From an optimization exercise on the open Yosys and OpenROAD flow, aimed at small area and a short achievable clock period; shortcuts taken in it are not production practice.
Function was checked by simulation only, so behaviour that the tests miss may differ from the original.
Power and IR drop assume default switching activity.

Design executeStage, start of the top module:
module executeStage (
    input  logic                         clk_i,
    input  logic                         rst_n_i,
    input  logic                         stall_i,
    input  logic                         bubble_i,
    input  logic [3:0]                   icode_i,
    input  logic [3:0]                   ifun_i,
    input  logic [2:0]                   stat_i,
    input  logic [y86Pkg::WORD_W-1:0]    valA_i,
    input  logic [y86Pkg::WORD_W-1:0]    valB_i,
    input  logic [y86Pkg::WORD_W-1:0]    valC_i,
    input  logic [3:0]                   dstE_i,
    input  logic [3:0]                   dstM_i,
    input  logic [3:0]                   srcA_i,      
    input  logic [3:0]                   srcB_i,
    output logic [3:0]                   icode_o,
    output logic [2:0]                   stat_o,
    output logic [y86Pkg::WORD_W-1:0]    valE_o,
    output logic [y86Pkg::WORD_W-1:0]    valA_o,
    output logic [3:0]                   dstE_o,
    output logic [3:0]                   dstM_o,
    output logic                         cnd_o
);
Size in the first run: about 1300 cells after synthesis, roughly 360 flip-flops, about 370 I/O pins, ~16000 µm² of cells after synthesis.
Settings: LEC_CHECK=0, CAP_MARGIN=20, CORE_MARGIN=2, CORE_UTILIZATION=40, SLEW_MARGIN=20; clock period 7.2 ns.
standard.sh (not shown) runs the stock make flow with config.mk's settings and CLKGATE_MAP_FILE= SYNTH_SCRIPT=/design/flow/synth_recipe.tcl, a recipe that flattens the netlist after the stock synthesis.
==> flow/flow/run.sh <==
#!/bin/bash
set -euo pipefail
export BUFFER_PORTS_ARGS="-buffer_cell sky130_fd_sc_hd__buf_1"
export CTS_BUF_LIST="sky130_fd_sc_hd__clkbuf_4 sky130_fd_sc_hd__clkbuf_8"
export CTS_CLUSTER_SIZE=16
export CTS_CLUSTER_DIAMETER=100
export SETUP_SLACK_MARGIN=4.2
bash standard.sh finish > make_finish.log 2>&1
The first run finished with timing, DRC and antenna clean.
Then changed:
==> flow/flow/run.sh (replaced) <==
#!/bin/bash
set -euo pipefail
export BUFFER_PORTS_ARGS="-buffer_cell sky130_fd_sc_hd__buf_1"
export CTS_BUF_LIST="sky130_fd_sc_hd__clkbuf_8 sky130_fd_sc_hd__clkbuf_16"
export CTS_CLUSTER_SIZE=24
export CTS_CLUSTER_DIAMETER=100
export SETUP_SLACK_MARGIN=4.2
bash standard.sh finish > make_finish.log 2>&1
Effect: The changed run finished clean; design area increases slightly; non-clock buffer count decreases by 1; power goes up by a few percent; via count fell slightly; sequential share of layout area shrinks by 0.23 points.
Then changed:
--- a/flow/flow/run.sh
+++ b/flow/flow/run.sh
@@ -5,4 +5,4 @@
 export CTS_CLUSTER_SIZE=24
 export CTS_CLUSTER_DIAMETER=100
-export SETUP_SLACK_MARGIN=4.2
+export SETUP_SLACK_MARGIN=4.4
 bash standard.sh finish > make_finish.log 2>&1
Synthesized area does not change.
Count of clock-buffer cells in the layout increases by 1.
Core utilization increases by 1.8 points.
Combinational power increases by 9.4%.
Sequential cell count stays the same.
Sequential power stays flat.
Setup slack gains 0.032 ns.
Power increases by about 1.6%.
Design area increases by 3.7%.
Clock skew barely changes.
Then changed:
--- a/flow/flow/run.sh
+++ b/flow/flow/run.sh
@@ -5,4 +5,4 @@
 export CTS_CLUSTER_SIZE=24
 export CTS_CLUSTER_DIAMETER=100
-export SETUP_SLACK_MARGIN=4.4
+export SETUP_SLACK_MARGIN=4.2
 bash standard.sh finish > make_finish.log 2>&1
- CORE_UTILIZATION: 40 -> 60
Outcome: Register-to-register slack gets worse by 0.07 ns. Core utilization grows by 21 points. Design area went down by a few percent. Wire length fell by roughly a tenth. First-iteration DRC count is higher by well over a third. Setup slack got worse by 0.065 ns. Total power is lower by a few percent. Non-clock buffer count drops by 41. Global-route usage is higher by 6.9 points.
Then changed:
--- a/flow/flow/run.sh
+++ b/flow/flow/run.sh
@@ -6,3 +6,4 @@
 export CTS_CLUSTER_DIAMETER=100
 export SETUP_SLACK_MARGIN=4.2
+export TNS_END_PERCENT=5
 bash standard.sh finish > make_finish.log 2>&1
- CORE_UTILIZATION: 60 -> 40
Setup slack degrades by 0.20 ns.
First-iteration DRC count is lower by 31%.
Final cell count rose by 9.3%.
Global-route usage decreases by 7.4 points.
Via count went down by 2.2%.
Non-clock buffer count goes up by 3.

Setup of run A:
executeStage again, from the RTL that the note above started with.
clock: 7.2 ns
lec_check: 0
cap_margin: 20
core_margin: 2
core_utilization: 40
gpl_routability_driven: 0
slew_margin: 20
==> flow/flow/run.sh <==
#!/bin/bash
set -euo pipefail
export BUFFER_PORTS_ARGS="-buffer_cell sky130_fd_sc_hd__buf_1"
export CTS_BUF_LIST="sky130_fd_sc_hd__clkbuf_8 sky130_fd_sc_hd__clkbuf_16"
export CTS_CLUSTER_SIZE=24
export CTS_CLUSTER_DIAMETER=100
export SETUP_SLACK_MARGIN=4.2
bash standard.sh finish > make_finish.log 2>&1
What run B does differently from run A at the input level:
Settings: an added PLACE_DENSITY of 0.75; a deleted GPL_ROUTABILITY_DRIVEN that had been 0.
==> run notes <==
The final layout from run B, which completed every stage, passed the timing, design-rule and antenna checks at the end of the flow. When the final numbers for run B and run A were put side by side, the count of fill cells added during filler insertion turned out to be smaller in run B. Re number of violations reported at the end of detailed-routing iteration 0: run B and run A aren't equal, and the lower value belongs to run A. The lower routing usage on met1 came out of run A. Power: run B draws more than run A. Run B vs run A, number of antenna cells inserted went up by 1. [run B] area added between synthesis and finish rose 0.21 points relative to run A. Via count was higher in the run labelled run B.
The following lists how run C was set up differently from run B:
Settings: removing PLACE_DENSITY (formerly 0.75).
diff --git a/flow/flow/run.sh b/flow/flow/run.sh
--- a/flow/flow/run.sh
+++ b/flow/flow/run.sh
@@ -6,3 +6,3 @@
 export CTS_CLUSTER_DIAMETER=100
-export SETUP_SLACK_MARGIN=4.2
+export SETUP_SLACK_MARGIN=4.3
 bash standard.sh finish > make_finish.log 2>&1
Results
Run C did not stop at any stage, and its layout met the timing, design-rule and antenna checks. Run C vs. run B: logic gate share of total power grew by 0.3 points, total track usage shrank by 0.84 points. Compared run C vs run B, and number of antenna violations at the first check in global routing is down in run C. Against run B, run C comes in 0.18 points lower on proportion of cell area spent on the clock network. Comparing run B and run C, the lower number of design-rule violations left by the first detailed-router iteration is on run C. Critical path depth (higher): run B.
[inputs] run D vs run C
Settings: changing SLEW_MARGIN from 20 to 10; changing CAP_MARGIN from 20 to 10.
diff --git a/flow/flow/run.sh b/flow/flow/run.sh
--- a/flow/flow/run.sh
+++ b/flow/flow/run.sh
@@ -6,3 +6,3 @@
 export CTS_CLUSTER_DIAMETER=100
-export SETUP_SLACK_MARGIN=4.3
+export SETUP_SLACK_MARGIN=4.2
 bash standard.sh finish > make_finish.log 2>&1
## What came out
Summary of run D over run C: net count of the finished layout lower; maximum fanout encountered on the critical timing path higher; global routing usage summed across all routing layers lower.
The final wirelength reported for run D is smaller than that of run C by 1.9%.
The post-DP HPWL in run D sits 1.1% below the value recorded for run C.
Lower sequential share of layout area among run D and run C: run C
Comparing run C against run D, there is no change at all in proportion of synthesized area in mux cells.
The run with more setup slack is run D; run C has less.

Another version of the RTL of executeStage (not shown whole).
Size: roughly 2000 cells after synthesis, about 360 flip-flops, roughly 370 I/O pins.
==> flow/config.mk <==
export PLATFORM = sky130hd
export DESIGN_NAME = executeStage
export DESIGN_NICKNAME = executeStage
export VERILOG_FILES = /design/flow/design.v
export SDC_FILE = /design/flow/constraint.sdc
export NUM_CORES = 4
export LEC_CHECK = 0
export ABC_AREA = 1
export CAP_MARGIN = 20
export CORE_MARGIN = 2
export CORE_UTILIZATION = 40
export SLEW_MARGIN = 20
==> flow/constraint.sdc <==
create_clock -name core_clock -period 7.2 [get_ports {clk_i}]
set_input_delay 1.4400 -clock core_clock [delete_from_list [all_inputs] [get_ports {clk_i}]]
set_output_delay 1.4400 -clock core_clock [all_outputs]
set_load 0.01 [all_outputs]
==> flow/flow/run.sh <==
#!/bin/bash
set -euo pipefail
export BUFFER_PORTS_ARGS="-buffer_cell sky130_fd_sc_hd__buf_1"
export CTS_BUF_LIST="sky130_fd_sc_hd__clkbuf_8 sky130_fd_sc_hd__clkbuf_16"
export CTS_CLUSTER_SIZE=24
export CTS_CLUSTER_DIAMETER=100
export SETUP_SLACK_MARGIN=4.3
bash standard.sh finish > make_finish.log 2>&1
The baseline finished with timing, DRC and antenna clean.
==> next run, changes <==
--- a/flow/flow/run.sh
+++ b/flow/flow/run.sh
@@ -6,3 +6,3 @@
 export CTS_CLUSTER_DIAMETER=100
-export SETUP_SLACK_MARGIN=4.3
+export SETUP_SLACK_MARGIN=5.0
 bash standard.sh finish > make_finish.log 2>&1
Effect: Worst setup slack gains 320 ps; synthesized cell count stays the same; utilization rose by 12 points; via count went up by 7.6%.
==> next run, changes <==
--- a/flow/flow/run.sh
+++ b/flow/flow/run.sh
@@ -6,3 +6,3 @@
 export CTS_CLUSTER_DIAMETER=100
-export SETUP_SLACK_MARGIN=5.0
+export SETUP_SLACK_MARGIN=4.8
 bash standard.sh finish > make_finish.log 2>&1
Register-to-register slack gets worse by 110 ps.
Wire length is lower by 11%.
Clock-buffer cell count is lower by 1.
Setup slack gets better by 39 ps.
==> next run, changes <==
--- a/flow/flow/run.sh
+++ b/flow/flow/run.sh
@@ -6,3 +6,3 @@
 export CTS_CLUSTER_DIAMETER=100
-export SETUP_SLACK_MARGIN=4.8
+export SETUP_SLACK_MARGIN=4.2
 bash standard.sh finish > make_finish.log 2>&1
ABC_AREA = not set   (was 1)
=> The new run produced a clean layout; die area is lower by roughly a tenth; via count is lower by about a fifth; final area is lower by roughly a tenth; sequential power hardly moves; worst setup slack loses 480 ps; clock skew is higher by 16 ps; count of clock-buffer cells in the layout is unchanged; utilization is lower by 2.2 points; critical path depth is higher by 6.

executeStage, a different RTL version from the one above (not shown whole).
Size in the first run: roughly 370 I/O pins, about 16000 um^2 of cells after synthesis.
clock: 7.2 ns
lec_check: 0
cap_margin: 20
core_margin: 2
core_utilization: 40
slew_margin: 20
==> flow/flow/run.sh <==
#!/bin/bash
set -euo pipefail
export BUFFER_PORTS_ARGS="-buffer_cell sky130_fd_sc_hd__buf_1"
export CTS_BUF_LIST="sky130_fd_sc_hd__clkbuf_8 sky130_fd_sc_hd__clkbuf_16"
export CTS_CLUSTER_SIZE=30
export CTS_CLUSTER_DIAMETER=100
export SETUP_SLACK_MARGIN=3.9
bash standard.sh finish > make_finish.log 2>&1
The baseline finished clean.
Next try:
==> flow/flow/run.sh (replaced) <==
#!/bin/bash
set -euo pipefail
export BUFFER_PORTS_ARGS="-buffer_cell sky130_fd_sc_hd__buf_1"
export CTS_BUF_LIST="sky130_fd_sc_hd__clkbuf_4 sky130_fd_sc_hd__clkbuf_8"
export SETUP_SLACK_MARGIN=4.5
bash standard.sh finish > make_finish.log 2>&1
The new run produced a clean layout.
Non-clock buffer count grows by 57.
Routed wire length grows by a few percent.
Via count grows by a few percent.
Area after synthesis stays the same.
Core utilization grows by 5.9 points.
Hold slack is worse by 18 ps.
Cell area grows by roughly a tenth.
Clock power grows by well over a third.
Synthesized cell count does not change.
Final cell count grows by a few percent.
Setup slack is better by 380 ps.
Next try:
--- a/flow/flow/run.sh
+++ b/flow/flow/run.sh
@@ -5 +5 @@
-export SETUP_SLACK_MARGIN=4.5
+export SETUP_SLACK_MARGIN=4.2
The changed run ran to the end with no violations.
Design area goes down by 5.2%.
Via count goes down by 1.6%.
Fmax goes down by 4.5%.

==> re-timing with driven ports <==
The results above use ideal ports. As a check the final layouts listed here were re-extracted and re-timed, cells and wires unchanged. Step 1 assumes that a clkbuf_16 drives the clock port and a buf_2 every other input. Step 2 also shifts input and output timing later by t, the mid clock arrival at the registers, as if the neighbouring blocks saw the same clock. Slacks: no drivers / after step 1 / after step 2; pairs: no drivers / after step 1.
run	t, ns	slack for setup (ns)	worst setup path at the end	worst slew at a driven data input, ns	pins driven straight from the clock port
the first run of note 1	0.662	4.273 / 4.273 / 3.660	input to register	0.07	1
the second run of note 1	0.573	4.308 / 4.312 / 3.760	input to register	0.08	1
the third run of note 1	0.583	4.340 / 4.340 / 3.785	input to register	0.07	1
the fourth run of note 1	0.557	4.275 / 4.275 / 3.761	input to register	0.09	1
the fifth run of note 1	0.583	4.071 / 4.081 / 3.497	input to register	0.06	1
run A	0.573	4.308 / 4.312 / 3.760	input to register	0.08	1
run B	0.585	4.213 / 4.213 / 3.697	input to register	0.09	1
run C	0.575	4.246 / 4.252 / 3.678	input to register	0.11	1
run D	0.573	4.308 / 4.312 / 3.760	input to register	0.08	1
the first run of note 3	0.589	4.366 / 4.342 / 3.754	input to register	0.09	1
the second run of note 3	0.585	4.689 / 4.670 / 4.105	input to register	0.13	1
the third run of note 3	0.599	4.728 / 4.675 / 4.161	input to register	0.11	1
the fourth run of note 3	0.588	4.244 / 4.270 / 3.682	input to register	0.06	1
the first run of note 4	0.586	3.977 / 3.998 / 3.412	input to register	0.08	1
the second run of note 4	0.673	4.354 / 4.348 / 3.675	input to register	0.07	1
the third run of note 4	0.647	4.219 / 4.220 / 3.573	input to register	0.09	1
After both steps setup and hold are still met in every run listed. The setup slack of the second run of note 4, which loses most, moves by -0.006 ns with the drivers and by -0.679 ns with both steps.
